This design comes from an exercise in tuning for small area, a short achievable clock period and few clock cycles per item on the open sky130 flow, not from production work. In this exercise RTL edits were held to simulation tests only and were not proved equivalent to the original. Power and IR drop assume default switching activity.

Setup of rev 12:
// alu_exec_unit
module alu_exec_unit #(
  parameter int WIDTH = 32,
  parameter int SHW   = $clog2(WIDTH)
) (
  input  logic             clk,
  input  logic             reset,
  input  logic             valid_in,
  output logic             ready,
  input  logic [3:0]       alu_ctrl,
  input  logic [WIDTH-1:0] op_a,
  input  logic [WIDTH-1:0] op_b,
  output logic             valid_out,
  output logic [WIDTH-1:0] result,
  output logic             zero,
  output logic             branch_taken
);
==> flow/config.mk <==
export PLATFORM = sky130hd
export DESIGN_NAME = alu_exec_unit
export DESIGN_NICKNAME = alu_exec_unit
export VERILOG_FILES = /design/flow/design.v
export SDC_FILE = /design/flow/constraint.sdc
export NUM_CORES = 4
export LEC_CHECK = 0
export ABC_AREA = 1
export CAP_MARGIN = 20
export CORE_MARGIN = 2
export CORE_UTILIZATION = 30
export CTS_BUF_LIST = sky130_fd_sc_hd__clkbuf_4 sky130_fd_sc_hd__clkbuf_8
export PLACE_DENSITY = 0.4
export SETUP_SLACK_MARGIN = 5
export SLEW_MARGIN = 20
==> flow/constraint.sdc <==
create_clock -name core_clock -period 10.0 [get_ports {clk}]
set_input_delay 2.0000 -clock core_clock [delete_from_list [all_inputs] [get_ports {clk}]]
set_output_delay 2.0000 -clock core_clock [all_outputs]
set_load 0.01 [all_outputs]
standard.sh (not shown) runs the stock make flow with config.mk's settings and CLKGATE_MAP_FILE= SYNTH_SCRIPT=/design/flow/synth_recipe.tcl, a recipe that flattens the netlist after the stock synthesis.
==> flow/flow/run.sh <==
#!/bin/bash
set -euo pipefail
MARGIN=6.6
PORTS="'BUFFER_PORTS_ARGS=-buffer_cell sky130_fd_sc_hd__buf_2'"
sed "s/SETUP_SLACK_MARGIN=[0-9.]*/SETUP_SLACK_MARGIN=${MARGIN} ${PORTS}/" standard.sh > standard_cts.sh
sed "s/SETUP_SLACK_MARGIN=[0-9.]*/SETUP_SLACK_MARGIN=0 ${PORTS}/" standard.sh > standard_fin.sh
grep -q "SETUP_SLACK_MARGIN=${MARGIN} 'BUFFER_PORTS_ARGS" standard_cts.sh
grep -q "SETUP_SLACK_MARGIN=0 'BUFFER_PORTS_ARGS" standard_fin.sh
bash standard_cts.sh cts > orfs_make_cts.log 2>&1
bash standard_fin.sh > orfs_make_finish.log 2>&1
Testbench counts of rev 12, summed over its fixed seeds: cycles 47,809, items 24,000.
Modified inputs, rev 13 compared to rev 12
diff --git a/flow/flow/run.sh b/flow/flow/run.sh
--- a/flow/flow/run.sh
+++ b/flow/flow/run.sh
@@ -2,3 +2,3 @@
 set -euo pipefail
-MARGIN=6.6
+MARGIN=6.2
 PORTS="'BUFFER_PORTS_ARGS=-buffer_cell sky130_fd_sc_hd__buf_2'"
==> results.txt <==
Summary of rev 13 over rev 12: net count reported at finish moved down, power moved down, mean routed wirelength per cell level, final non-filler cell area moved down, post-detailed-routing wire length moved down.

========
alu_exec_unit again, from the RTL that the note above started with.
Settings: LEC_CHECK=0, ABC_AREA=1, CAP_MARGIN=20, CORE_MARGIN=2, CORE_UTILIZATION=30, CTS_BUF_LIST=sky130_fd_sc_hd__clkbuf_8 sky130_fd_sc_hd__clkbuf_16, PLACE_DENSITY=0.4, SETUP_SLACK_MARGIN=5, SLEW_MARGIN=20; clock period 10.0 ns.
==> flow/flow/run.sh <==
#!/bin/bash
set -euo pipefail
MARGIN=6.5
PORTS="'BUFFER_PORTS_ARGS=-buffer_cell sky130_fd_sc_hd__buf_2'"
sed "s/SETUP_SLACK_MARGIN=[0-9.]*/SETUP_SLACK_MARGIN=${MARGIN} ${PORTS}/" standard.sh > standard_cts.sh
sed "s/SETUP_SLACK_MARGIN=[0-9.]*/SETUP_SLACK_MARGIN=0 ${PORTS}/" standard.sh > standard_fin.sh
grep -q "SETUP_SLACK_MARGIN=${MARGIN} 'BUFFER_PORTS_ARGS" standard_cts.sh
grep -q "SETUP_SLACK_MARGIN=0 'BUFFER_PORTS_ARGS" standard_fin.sh
bash standard_cts.sh cts > orfs_make_cts.log 2>&1
bash standard_fin.sh > orfs_make_finish.log 2>&1
The baseline produced a clean layout.
Testbench counts at the start, summed over its fixed seeds: cycles 47,809, items 24,000.
Edit:
--- a/flow/flow/run.sh
+++ b/flow/flow/run.sh
@@ -2,3 +2,3 @@
 set -euo pipefail
-MARGIN=6.5
+MARGIN=7.0
 PORTS="'BUFFER_PORTS_ARGS=-buffer_cell sky130_fd_sc_hd__buf_2'"
- CTS_BUF_LIST: sky130_fd_sc_hd__clkbuf_8 sky130_fd_sc_hd__clkbuf_16 -> sky130_fd_sc_hd__clkbuf_4 sky130_fd_sc_hd__clkbuf_8
The new run went through all stages and came out clean.
Setup slack improved by 250 ps.
Clock-buffer cell count goes down by 1.
Critical path depth goes down by 1.
Die area does not change.
Edit:
--- a/flow/flow/run.sh
+++ b/flow/flow/run.sh
@@ -2,3 +2,3 @@
 set -euo pipefail
-MARGIN=7.0
+MARGIN=6.7
 PORTS="'BUFFER_PORTS_ARGS=-buffer_cell sky130_fd_sc_hd__buf_2'"
- CTS_BUF_LIST: sky130_fd_sc_hd__clkbuf_4 sky130_fd_sc_hd__clkbuf_8 -> sky130_fd_sc_hd__clkbuf_8 sky130_fd_sc_hd__clkbuf_16
Global-route usage fell by 1.3 points.
Clock skew decreases by 11 ps.
Maximum frequency went down by about 8%.
Worst setup slack loses 300 ps.
Synthesized area stays the same.
Clock-buffer cell count does not change.
Routed wire length drops by 4.3%.
Worst hold slack gets worse by 18 ps.
Cell count goes down by 2.7%.

afterwards: timing with drivers on the ports:
In the flow no input, the clock included, has a driving cell. The finished layouts below were timed again as built, in two steps.
Step 1, drivers: a clkbuf_16 drives clk and a buf_2 each remaining input, both assumed.
Step 2, shift: input delay + t, output delay - t, t = (earliest + latest rising clock arrival at the registers) / 2. This alone moves slack from input paths to output paths.
a / b / c = ideal / step 1 / step 2; a / b = the first two.
run	t, ns	slack for setup (ns)	worst hold slack (ns)
rev 12	0.640	6.423 / 6.423 / 5.878	0.472 / 0.472 / 0.472
rev 13	0.617	6.050 / 6.050 / 5.519	0.465 / 0.465 / 0.465
the first run of note 2	0.548	6.328 / 6.342 / 5.814	0.464 / 0.464 / 0.464
the second run of note 2	0.611	6.579 / 6.588 / 5.977	0.469 / 0.469 / 0.469
the third run of note 2	0.570	6.278 / 6.278 / 5.857	0.451 / 0.451 / 0.451
After both steps every run listed still meets setup and hold. For the second run of note 2, which loses most, drivers alone change the setup slack by +0.009 ns; drivers and shift together by -0.602 ns.
